Source: an optimization exercise on an open RTL-to-GDS flow (aim: small area, a short achievable clock period and few clock cycles). Production flows keep margins and buffers that such runs may drop. In this exercise RTL edits were held to simulation tests only and were not proved equivalent to the original.

==> inputs of fjord <==
// bitmap_frame_allocator
module bitmap_frame_allocator #(
	parameter int NUM_FRAMES = 4096,
	parameter int WORD_BITS  = 32
) (
	input  logic                      clk,
	input  logic                      arst_n,
	input  logic                      start,
	output logic                      busy,
	input  logic                      func,
	input  logic [fba_pkg::FRAME_NUM_BITS-1:0] frame_number,
	input  logic                      use_hint,
	input  logic                      page_mapped,
	input  logic                      kernel_mode,
	input  logic                      writable_request,
	output logic                      done,
	output logic [2:0]                status,
	output logic [fba_pkg::FRAME_NUM_BITS-1:0] granted_frame,
	output logic                      user_access,
	output logic                      write_access
);
	logic clr;
	logic accept;
	fba_ctrl u_ctrl (
		.clk    (clk),
		.arst_n (arst_n),
		.start  (start),
		.clr    (clr),
		.accept (accept),
		.busy   (busy)
	);
	fba_datapath #(
		.NUM_FRAMES (NUM_FRAMES),
		.WORD_BITS  (WORD_BITS)
	) u_datapath (
		.clk              (clk),
		.arst_n           (arst_n),
		.clr              (clr),
		.accept           (accept),
		.func             (func),
		.frame_number     (frame_number),
		.use_hint         (use_hint),
		.page_mapped      (page_mapped),
		.kernel_mode      (kernel_mode),
		.writable_request (writable_request),
		.done             (done),
		.status           (status),
		.granted_frame    (granted_frame),
		.user_access      (user_access),
		.write_access     (write_access)
	);
endmodule
export LEC_CHECK = 0
export CAP_MARGIN = 20
export CORE_MARGIN = 2
export CORE_UTILIZATION = 40
export PLACE_DENSITY = 0.55
export SLEW_MARGIN = 20
create_clock -name core_clock -period 8.0 [get_ports {clk}]
run.sh (not shown) runs the stock make flow with config.mk's settings and CLKGATE_MAP_FILE= SYNTH_SCRIPT=/design/flow/synth_recipe.tcl, a recipe that flattens the netlist after the stock synthesis.
==> violet (differences from fjord) <==
--- a/flow/design.v
+++ b/flow/design.v
@@ -40,37 +40,45 @@
 	logic                 mapped_q;
 	logic                 kernel_q;
 	logic                 wreq_q;
 	logic [FW-1:0]        frame_q;
 	logic                 hbit_q;    
-	logic [WORD_BITS-1:0] hword_q;   
 	logic                 ffv_q;
 	logic [AW-1:0]        fw_q;
-	logic [BW-1:0]        fb_q;
 	logic [WORD_BITS-1:0] fword_q;
-	logic                 nv_q;
-	logic [AW-1:0]        nw_q;
-	logic [WORD_BITS-1:0] nword_q;
 	logic [AW-1:0]        hrow;
 	logic [BW-1:0]        hcol;
+	logic [BW-1:0]        fb;
 	logic                 use_h;
 	logic                 wr;
 	logic [NW-1:0]        row_we;
 	logic [WORD_BITS-1:0] wdata;
 	logic [WORD_BITS-1:0] wd;
 	logic [AW-1:0]        in_row;
 	logic [BW-1:0]        in_col;
-	logic [WORD_BITS-1:0] in_word;
+	logic [NW-1:0]        in_row_oh;
+	logic [NW-1:0]        colbit;
 	logic                 in_bit;
+	logic                 in_same;
 	assign in_row = frame_number[BW +: AW];
 	assign in_col = frame_number[BW-1:0];
 	always_comb begin
-		in_word = bm[in_row];
-		if (clr | (wr & ((use_h ? hrow : fw_q) == in_row))) begin
-			in_word = wd;
+		for (int w = 0; w < NW; w++) begin
+			colbit[w] = bm[w][in_col];
+			in_row_oh[w] = (in_row == AW'(w));
+		end
+	end
+	assign in_same = wr & ((use_h ? hrow : fw_q) == in_row) &
+		((use_h ? hcol : fb) == in_col);
+	always_comb begin
+		if (clr) begin
+			in_bit = 1'b0;
+		end else if (in_same) begin
+			in_bit = (func_q == fba_pkg::FUNC_ALLOC);
+		end else begin
+			in_bit = |(colbit & in_row_oh);
 		end
-		in_bit = in_word[in_col];
 	end
 	always_ff @(posedge clk or negedge arst_n) begin
 		if (!arst_n) begin
 			done_q <= 1'b0;
 		end else begin
@@ -83,81 +91,94 @@
 		mapped_q <= page_mapped;
 		kernel_q <= kernel_mode;
 		wreq_q <= writable_request;
 		frame_q <= frame_number;
 		hbit_q <= in_bit;
-		hword_q <= in_word;
 	end
 	logic [NW-1:0]        hrow_oh;
 	logic [WORD_BITS-1:0] hcol_oh;
-	logic [WORD_BITS-1:0] fb_oh;
 	logic [NW-1:0]        fw_oh;
-	logic [NW-1:0]        nw_oh;
+	logic [WORD_BITS-1:0] fzero;
+	logic [WORD_BITS-1:0] fbelow;
+	logic [WORD_BITS-1:0] fb_oh;
 	logic                 is_alloc;
 	logic                 is_free;
 	logic                 hit;
 	logic                 alloc_h;
 	logic                 alloc_f;
-	logic                 x_f;
-	logic                 x_n;
+	logic                 same;
+	logic                 rd_h;
+	logic [NW-1:0]        rd_oh;
 	logic [WORD_BITS-1:0] rword;
 	logic [WORD_BITS-1:0] tword;
 	logic [WORD_BITS-1:0] tcol;
 	assign hrow = frame_q[BW +: AW];
 	assign hcol = frame_q[BW-1:0];
 	always_comb begin
 		for (int w = 0; w < NW; w++) begin
 			hrow_oh[w] = (hrow == AW'(w));
 			fw_oh[w] = (fw_q == AW'(w));
-			nw_oh[w] = (nw_q == AW'(w));
 		end
 		for (int b = 0; b < WORD_BITS; b++) begin
 			hcol_oh[b] = (hcol == BW'(b));
-			fb_oh[b] = (fb_q == BW'(b));
+		end
+	end
+	assign fzero = ~fword_q;
+	always_comb begin
+		logic [WORD_BITS-1:0] p;
+		p = {fzero[WORD_BITS-2:0], 1'b0};
+		for (int s = 1; s < WORD_BITS; s = s * 2) begin
+			p = p | (p << s);
+		end
+		fbelow = p;
+	end
+	assign fb_oh = fzero & ~fbelow;
+	always_comb begin
+		fb = '0;
+		for (int b = 0; b < WORD_BITS; b++) begin
+			fb = fb | (fb_oh[b] ? BW'(b) : '0);
 		end
 	end
 	assign is_alloc = (func_q == fba_pkg::FUNC_ALLOC) & ~mapped_q;
 	assign is_free = (func_q == fba_pkg::FUNC_FREE) & mapped_q;
 	assign hit = hint_q & ~hbit_q;
 	assign alloc_h = is_alloc & hit;
 	assign alloc_f = is_alloc & ~hit & ffv_q;
 	assign use_h = (func_q == fba_pkg::FUNC_FREE) | hit;
 	assign wr = done_q & (is_free | alloc_h | alloc_f);
-	assign x_f = ffv_q & (hrow == fw_q);
-	assign x_n = nv_q & (hrow == nw_q);
 	logic [NW-1:0]        m;
 	logic [NW-1:0]        mbelow;
-	logic [NW-1:0]        tw_oh;
-	logic [AW-1:0]        tw;
-	logic                 tv;
-	assign m = anyfree_q & ~fw_oh & ~nw_oh;
+	logic [NW-1:0]        nfw_oh;
+	logic [AW-1:0]        nfw;
+	logic                 nfv;
+	assign m = anyfree_q & ~fw_oh;
 	always_comb begin
 		logic [NW-1:0] p;
 		p = {m[NW-2:0], 1'b0};
 		for (int s = 1; s < NW; s = s * 2) begin
 			p = p | (p << s);
 		end
 		mbelow = p;
 	end
-	assign tw_oh = m & ~mbelow;
-	assign tv = ffv_q & nv_q & (|m);
+	assign nfw_oh = m & ~mbelow;
+	assign nfv = |m;
 	always_comb begin
-		tw = '0;
+		nfw = '0;
 		for (int w = 0; w < NW; w++) begin
-			tw = tw | (tw_oh[w] ? AW'(w) : '0);
+			nfw = nfw | (nfw_oh[w] ? AW'(w) : '0);
 		end
 	end
-	assign rword = bm[tw];
+	assign same = ffv_q & (hrow == fw_q);
+	assign rd_h = use_h & ~same;
+	assign rd_oh = rd_h ? hrow_oh : nfw_oh;
 	always_comb begin
-		if (!use_h || x_f) begin
-			tword = fword_q;
-		end else if (x_n) begin
-			tword = nword_q;
-		end else begin
-			tword = hword_q;
+		rword = '0;
+		for (int w = 0; w < NW; w++) begin
+			rword = rword | (bm[w] & {WORD_BITS{rd_oh[w]}});
 		end
 	end
+	assign tword = rd_h ? rword : fword_q;
 	assign tcol = use_h ? hcol_oh : fb_oh;
 	assign wdata = (func_q == fba_pkg::FUNC_FREE) ? (tword & ~tcol) : (tword | tcol);
 	assign wd = clr ? '0 : wdata;
 	always_comb begin
 		for (int w = 0; w < NW; w++) begin
@@ -176,91 +197,33 @@
 			if (row_we[w]) begin
 				anyfree_q[w] <= ~&wd;
 			end
 		end
 	end
-	logic [WORD_BITS-1:0] wzero;
-	logic [WORD_BITS-1:0] wbelow;
-	logic [BW-1:0]        wfb;
-	logic [WORD_BITS-1:0] nzero;
-	logic [WORD_BITS-1:0] nbelow;
-	logic [BW-1:0]        nfb;
-	logic                 wfull;
-	logic                 wr_f;
-	logic                 wr_n;
-	logic                 below_f;
-	logic                 between;
-	assign wzero = ~wdata;
-	assign nzero = ~nword_q;
-	always_comb begin
-		logic [WORD_BITS-1:0] p;
-		logic [WORD_BITS-1:0] q;
-		p = {wzero[WORD_BITS-2:0], 1'b0};
-		q = {nzero[WORD_BITS-2:0], 1'b0};
-		for (int s = 1; s < WORD_BITS; s = s * 2) begin
-			p = p | (p << s);
-			q = q | (q << s);
-		end
-		wbelow = p;
-		nbelow = q;
-	end
-	always_comb begin
-		wfb = '0;
-		nfb = '0;
-		for (int b = 0; b < WORD_BITS; b++) begin
-			wfb = wfb | ((wzero[b] & ~wbelow[b]) ? BW'(b) : '0);
-			nfb = nfb | ((nzero[b] & ~nbelow[b]) ? BW'(b) : '0);
-		end
-	end
-	assign wfull = &wdata;
-	assign wr_f = wr & (~use_h | x_f);
-	assign wr_n = wr & use_h & x_n;
-	assign below_f = wr & (func_q == fba_pkg::FUNC_FREE) & (~ffv_q | (hrow < fw_q));
-	assign between = wr & (func_q == fba_pkg::FUNC_FREE) & ffv_q & (hrow > fw_q) &
-		(~nv_q | (hrow < nw_q));
+	logic                 tgt_fw;
+	logic                 move_down;
+	logic [WORD_BITS-1:0] fword_after;
+	logic                 advance;
+	assign tgt_fw = wr & (use_h ? same : 1'b1);
+	assign move_down = wr & (func_q == fba_pkg::FUNC_FREE) & (~ffv_q | (hrow < fw_q));
+	assign fword_after = tgt_fw ? wdata : fword_q;
+	assign advance = ffv_q & ~move_down & (&fword_after);
 	always_ff @(posedge clk) begin
 		if (clr) begin
 			ffv_q <= 1'b1;
 			fw_q <= '0;
-			fb_q <= '0;
 			fword_q <= '0;
-			nv_q <= 1'b1;
-			nw_q <= AW'(1);
-			nword_q <= '0;
-		end else if (below_f) begin
+		end else if (move_down) begin
 			ffv_q <= 1'b1;
 			fw_q <= hrow;
-			fb_q <= hcol;
 			fword_q <= wdata;
-			nv_q <= ffv_q;
-			nw_q <= fw_q;
-			nword_q <= fword_q;
-		end else if (between) begin
-			nv_q <= 1'b1;
-			nw_q <= hrow;
-			nword_q <= wdata;
-		end else if (wr_f) begin
-			if (wfull) begin
-				ffv_q <= nv_q;
-				fw_q <= nw_q;
-				fb_q <= nfb;
-				fword_q <= nword_q;
-				nv_q <= tv;
-				nw_q <= tw;
-				nword_q <= rword;
-			end else begin
-				fb_q <= wfb;
-				fword_q <= wdata;
-			end
-		end else if (wr_n) begin
-			if (wfull) begin
-				nv_q <= tv;
-				nw_q <= tw;
-				nword_q <= rword;
-			end else begin
-				nword_q <= wdata;
-			end
+		end else if (advance) begin
+			ffv_q <= nfv;
+			fw_q <= nfw;
+			fword_q <= rword;
+		end else begin
+			fword_q <= fword_after;
 		end
 	end
 	always_comb begin
 		status = fba_pkg::ST_ALLOCATED;
 		granted_frame = '0;
@@ -270,11 +233,11 @@
 			if (mapped_q) begin
 				status = fba_pkg::ST_MAPPED;
 			end else if (!(hit | ffv_q)) begin
 				status = fba_pkg::ST_NO_FRAME;
 			end else begin
-				granted_frame = hit ? frame_q : FW'({fw_q, fb_q});
+				granted_frame = hit ? frame_q : FW'({fw_q, fb});
 				user_access = ~kernel_q;
 				write_access = wreq_q;
 			end
 		end else begin
 			status = mapped_q ? fba_pkg::ST_FREED : fba_pkg::ST_FREE_IGNORED;
ABC_CLOCK_PERIOD_IN_PS = 3000   (was default)
CORE_UTILIZATION = 35   (was 40)
PLACE_DENSITY = 0.5   (was 0.55)
SETUP_SLACK_MARGIN = 4.5   (was default)
==> impl_metrics.yaml <==
status:
  outcome: "stopped before the end"
  run.stop_error: "[ERROR GRT-0116] Global routing finished with congestion. Check the congestion regions in the DRC Viewer."
  haltStage: "global routing (5_1_grt)"
placement:
  hpwl_mm: 1380
  routabilityCongestion: 1.25
logic_synthesis:
  synth_area_leaders: "edfxtp_1, a22oi_1, a221oi_1, a22o_1, a222oi_1"
  syn_nets: 13800
  synth_xor_area_share_pct: 0.0321
  synthArstFlopShare_pct: 0.0459
global_route:
  grt_pass1_wl_mm: 2780
the above is filed under fjord

==> impl_metrics.yaml <==
floorplanning:
  start_util_pct: 35.1
logic_synthesis:
  yosysMostFrequentCell: "edfxtp_1"
  syn_nets: 14200
  syn-cell-area_um2: 210000
  yosys.area_share.simple_pct: 9.36
  synth_xor_area_share_pct: 0.0500
  synth_flop_cell: "edfxtp_1"
  synthArstFlopShare_pct: 0.0467
  synth_area_leaders: "edfxtp_1, mux4_2, a22oi_1, nand2_1, a22o_1"
status:
  outcome: "stopped before the end"
  haltStage: "global routing (5_1_grt)"
  run.stop_error: "[ERROR GRT-0116] Global routing finished with congestion. Check the congestion regions in the DRC Viewer."
placement:
  place_inst: 24200
  routabilityCongestion: 1.46
  hpwl_mm: 1960
global_route:
  grt_pass1_wl_mm: 3620
the above is filed under violet

Testbench counts of fjord, summed over its fixed seeds: cycles 18,006.
Testbench counts of violet, summed over its fixed seeds: cycles 18,006.


==> lagoon <==
==> flow/design.v <==
package fba_pkg;
	localparam int FRAME_NUM_BITS = 12;
	localparam logic FUNC_ALLOC = 1'b0;
	localparam logic FUNC_FREE  = 1'b1;
	localparam logic [2:0] ST_ALLOCATED    = 3'd0;
	localparam logic [2:0] ST_MAPPED       = 3'd1;
	localparam logic [2:0] ST_NO_FRAME     = 3'd2;
	localparam logic [2:0] ST_FREED        = 3'd3;
	localparam logic [2:0] ST_FREE_IGNORED = 3'd4;
endpackage
module fba_datapath #(
	parameter int NUM_FRAMES = 4096,
	parameter int WORD_BITS  = 32
) (
	input  logic                      clk,
	input  logic                      arst_n,
	input  logic                      clr,
	input  logic                      accept,
	input  logic                      func,
	input  logic [fba_pkg::FRAME_NUM_BITS-1:0] frame_number,
	input  logic                      use_hint,
	input  logic                      page_mapped,
	input  logic                      kernel_mode,
	input  logic                      writable_request,
	output logic                      done,
	output logic [2:0]                status,
	output logic [fba_pkg::FRAME_NUM_BITS-1:0] granted_frame,
	output logic                      user_access,
	output logic                      write_access
);
	localparam int NW = NUM_FRAMES / WORD_BITS;
	localparam int AW = $clog2(NW);
	localparam int BW = $clog2(WORD_BITS);
	localparam int FW = fba_pkg::FRAME_NUM_BITS;
	logic [WORD_BITS-1:0] bm [NW];
	logic [NW-1:0]        anyfree_q;
	logic                 done_q;
	logic                 func_q;
	logic                 hint_q;
	logic                 mapped_q;
	logic                 kernel_q;
	logic                 wreq_q;
	logic [FW-1:0]        frame_q;
	logic [WORD_BITS-1:0] hcol_q;    
	logic [WORD_BITS-1:0] hword_q;   
	logic                 ffv_q;
	logic [AW-1:0]        fw_q;
	logic [NW-1:0]        fwoh_q;
	logic [WORD_BITS-1:0] fword_q;
	logic [AW-1:0]        hrow;
	logic                 use_h;
	logic                 wr;
	logic [NW-1:0]        row_we;
	logic [WORD_BITS-1:0] wdata;
	logic [WORD_BITS-1:0] wd;
	logic [AW-1:0]        in_row;
	logic [NW-1:0]        in_row_oh;
	logic [WORD_BITS-1:0] in_word;
	assign in_row = frame_number[BW +: AW];
	always_comb begin
		for (int w = 0; w < NW; w++) begin
			in_row_oh[w] = (in_row == AW'(w));
		end
		in_word = '0;
		for (int w = 0; w < NW; w++) begin
			in_word = in_word | (bm[w] & {WORD_BITS{in_row_oh[w]}});
		end
		if (clr | (wr & (use_h ? (hrow == in_row) : (fw_q == in_row)))) begin
			in_word = wd;
		end
	end
	always_ff @(posedge clk or negedge arst_n) begin
		if (!arst_n) begin
			done_q <= 1'b0;
		end else begin
			done_q <= accept;
		end
	end
	always_ff @(posedge clk) begin
		func_q <= func;
		hint_q <= use_hint;
		mapped_q <= page_mapped;
		kernel_q <= kernel_mode;
		wreq_q <= writable_request;
		frame_q <= frame_number;
		for (int b = 0; b < WORD_BITS; b++) begin
			hcol_q[b] <= (frame_number[BW-1:0] == BW'(b));
		end
		hword_q <= in_word;
	end
	logic [NW-1:0]        hrow_oh;
	logic                 hint_free;
	logic [WORD_BITS-1:0] fzero;
	logic [WORD_BITS-1:0] fbelow;
	logic [WORD_BITS-1:0] fb_oh;
	logic [BW-1:0]        fb;
	logic                 is_alloc;
	logic                 is_free;
	logic                 hit;
	logic                 alloc_h;
	logic                 alloc_f;
	logic [WORD_BITS-1:0] tword;
	logic [WORD_BITS-1:0] tcol;
	assign hrow = frame_q[BW +: AW];
	always_comb begin
		for (int w = 0; w < NW; w++) begin
			hrow_oh[w] = (hrow == AW'(w));
		end
	end
	assign hint_free = ~|(hword_q & hcol_q);
	assign fzero = ~fword_q;
	always_comb begin
		logic [WORD_BITS-1:0] p;
		p = {fzero[WORD_BITS-2:0], 1'b0};
		for (int s = 1; s < WORD_BITS; s = s * 2) begin
			p = p | (p << s);
		end
		fbelow = p;
	end
	assign fb_oh = fzero & ~fbelow;
	always_comb begin
		fb = '0;
		for (int b = 0; b < WORD_BITS; b++) begin
			fb = fb | (fb_oh[b] ? BW'(b) : '0);
		end
	end
	assign is_alloc = (func_q == fba_pkg::FUNC_ALLOC) & ~mapped_q;
	assign is_free = (func_q == fba_pkg::FUNC_FREE) & mapped_q;
	assign hit = hint_q & hint_free;
	assign alloc_h = is_alloc & hit;
	assign alloc_f = is_alloc & ~hit & ffv_q;
	assign use_h = (func_q == fba_pkg::FUNC_FREE) | hit;
	assign wr = done_q & (is_free | alloc_h | alloc_f);
	assign tword = use_h ? hword_q : fword_q;
	assign tcol = use_h ? hcol_q : fb_oh;
	assign wdata = (func_q == fba_pkg::FUNC_FREE) ? (tword & ~tcol) : (tword | tcol);
	assign wd = clr ? '0 : wdata;
	always_comb begin
		for (int w = 0; w < NW; w++) begin
			row_we[w] = clr | (wr & (use_h ? hrow_oh[w] : fwoh_q[w]));
		end
	end
	for (genvar w = 0; w < NW; w++) begin : g_row
		always_ff @(posedge clk) begin
			if (row_we[w]) begin
				bm[w] <= wd;
			end
		end
	end
	always_ff @(posedge clk) begin
		for (int w = 0; w < NW; w++) begin
			if (row_we[w]) begin
				anyfree_q[w] <= ~&wd;
			end
		end
	end
	logic [NW-1:0]        m;
	logic [NW-1:0]        mbelow;
	logic [NW-1:0]        nfw_oh;
	logic [AW-1:0]        nfw;
	logic                 nfv;
	logic [WORD_BITS-1:0] nword;
	assign m = anyfree_q & ~fwoh_q;
	always_comb begin
		logic [NW-1:0] p;
		p = {m[NW-2:0], 1'b0};
		for (int s = 1; s < NW; s = s * 2) begin
			p = p | (p << s);
		end
		mbelow = p;
	end
	assign nfw_oh = m & ~mbelow;
	assign nfv = |m;
	always_comb begin
		nfw = '0;
		nword = '0;
		for (int w = 0; w < NW; w++) begin
			nfw = nfw | (nfw_oh[w] ? AW'(w) : '0);
			nword = nword | (bm[w] & {WORD_BITS{nfw_oh[w]}});
		end
	end
	logic                 tgt_fw;
	logic                 move_down;
	logic [WORD_BITS-1:0] fword_after;
	logic                 advance;
	assign tgt_fw = wr & (use_h ? (hrow == fw_q) : 1'b1);
	assign move_down = wr & (func_q == fba_pkg::FUNC_FREE) & (~ffv_q | (hrow < fw_q));
	assign fword_after = tgt_fw ? wdata : fword_q;
	assign advance = ffv_q & ~move_down & (&fword_after);
	always_ff @(posedge clk) begin
		if (clr) begin
			ffv_q <= 1'b1;
			fw_q <= '0;
			fwoh_q <= NW'(1);
			fword_q <= '0;
		end else if (move_down) begin
			ffv_q <= 1'b1;
			fw_q <= hrow;
			fwoh_q <= hrow_oh;
			fword_q <= wdata;
		end else if (advance) begin
			ffv_q <= nfv;
			fw_q <= nfw;
			fwoh_q <= nfw_oh;
			fword_q <= nword;
		end else begin
			fword_q <= fword_after;
		end
	end
	always_comb begin
		status = fba_pkg::ST_ALLOCATED;
		granted_frame = '0;
		user_access = 1'b0;
		write_access = 1'b0;
		if (func_q == fba_pkg::FUNC_ALLOC) begin
			if (mapped_q) begin
				status = fba_pkg::ST_MAPPED;
			end else if (!(hit | ffv_q)) begin
				status = fba_pkg::ST_NO_FRAME;
			end else begin
				granted_frame = hit ? frame_q : FW'({fw_q, fb});
				user_access = ~kernel_q;
				write_access = wreq_q;
			end
		end else begin
			status = mapped_q ? fba_pkg::ST_FREED : fba_pkg::ST_FREE_IGNORED;
		end
	end
	assign done = done_q;
endmodule
module fba_ctrl (
	input  logic clk,
	input  logic arst_n,
	input  logic start,
	output logic clr,
	output logic accept,
	output logic busy
);
	logic clr_q;
	always_ff @(posedge clk or negedge arst_n) begin
		if (!arst_n) begin
			clr_q <= 1'b1;
		end else begin
			clr_q <= 1'b0;
		end
	end
	assign clr = clr_q;
	assign busy = clr_q;
	assign accept = start & ~clr_q;
endmodule
module bitmap_frame_allocator #(
	parameter int NUM_FRAMES = 4096,
	parameter int WORD_BITS  = 32
) (
	input  logic                      clk,
	input  logic                      arst_n,
	input  logic                      start,
	output logic                      busy,
	input  logic                      func,
	input  logic [fba_pkg::FRAME_NUM_BITS-1:0] frame_number,
	input  logic                      use_hint,
	input  logic                      page_mapped,
	input  logic                      kernel_mode,
	input  logic                      writable_request,
	output logic                      done,
	output logic [2:0]                status,
	output logic [fba_pkg::FRAME_NUM_BITS-1:0] granted_frame,
	output logic                      user_access,
	output logic                      write_access
);
	logic clr;
	logic accept;
	fba_ctrl u_ctrl (
		.clk    (clk),
		.arst_n (arst_n),
		.start  (start),
		.clr    (clr),
		.accept (accept),
		.busy   (busy)
	);
	fba_datapath #(
		.NUM_FRAMES (NUM_FRAMES),
		.WORD_BITS  (WORD_BITS)
	) u_datapath (
		.clk              (clk),
		.arst_n           (arst_n),
		.clr              (clr),
		.accept           (accept),
		.func             (func),
		.frame_number     (frame_number),
		.use_hint         (use_hint),
		.page_mapped      (page_mapped),
		.kernel_mode      (kernel_mode),
		.writable_request (writable_request),
		.done             (done),
		.status           (status),
		.granted_frame    (granted_frame),
		.user_access      (user_access),
		.write_access     (write_access)
	);
endmodule
==> flow/run.sh <==
#!/bin/bash
# synth_recipe.tcl (not shown) runs the flow's synth.tcl, then flattens the netlist and writes it again
# the make line also repeats each setting of config.mk as NAME=value (left out here)
make -C /OpenROAD-flow-scripts/flow DESIGN_CONFIG=/design/flow/config.mk WORK_HOME=/design/flow/orfs CLKGATE_MAP_FILE= SYNTH_SCRIPT=/design/flow/synth_recipe.tcl finish
==> flow/config.mk <==
export PLATFORM = sky130hd
export DESIGN_NAME = bitmap_frame_allocator
export DESIGN_NICKNAME = bitmap_frame_allocator
export VERILOG_FILES = /design/flow/design.v
export SDC_FILE = /design/flow/constraint.sdc
export NUM_CORES = 4
export LEC_CHECK = 0
export CAP_MARGIN = 20
export CORE_MARGIN = 2
export CORE_UTILIZATION = 45
export PLACE_DENSITY = 0.6
export SLEW_MARGIN = 20
==> flow/constraint.sdc <==
create_clock -name core_clock -period 8.0 [get_ports {clk}]
set_input_delay 1.6000 -clock core_clock [delete_from_list [all_inputs] [get_ports {clk}]]
set_output_delay 1.6000 -clock core_clock [all_outputs]
set_load 0.01 [all_outputs]
==> indigo: changes against lagoon <==
- ABC_CLOCK_PERIOD_IN_PS: unset -> 3000
- CORE_UTILIZATION: 45 -> 30
- PLACE_DENSITY: 0.6 -> 0.45
- SETUP_SLACK_MARGIN: unset -> 4.5
==> comparison <==
lagoon stopped in global routing (5_1_grt). indigo died in global routing (5_1_grt).
Synthesized area is the same in indigo and lagoon.
In synthesized cell count, indigo and lagoon do not differ.
Testbench counts of lagoon, summed over its fixed seeds: cycles 18,006.
Testbench counts of indigo, summed over its fixed seeds: cycles 18,006.
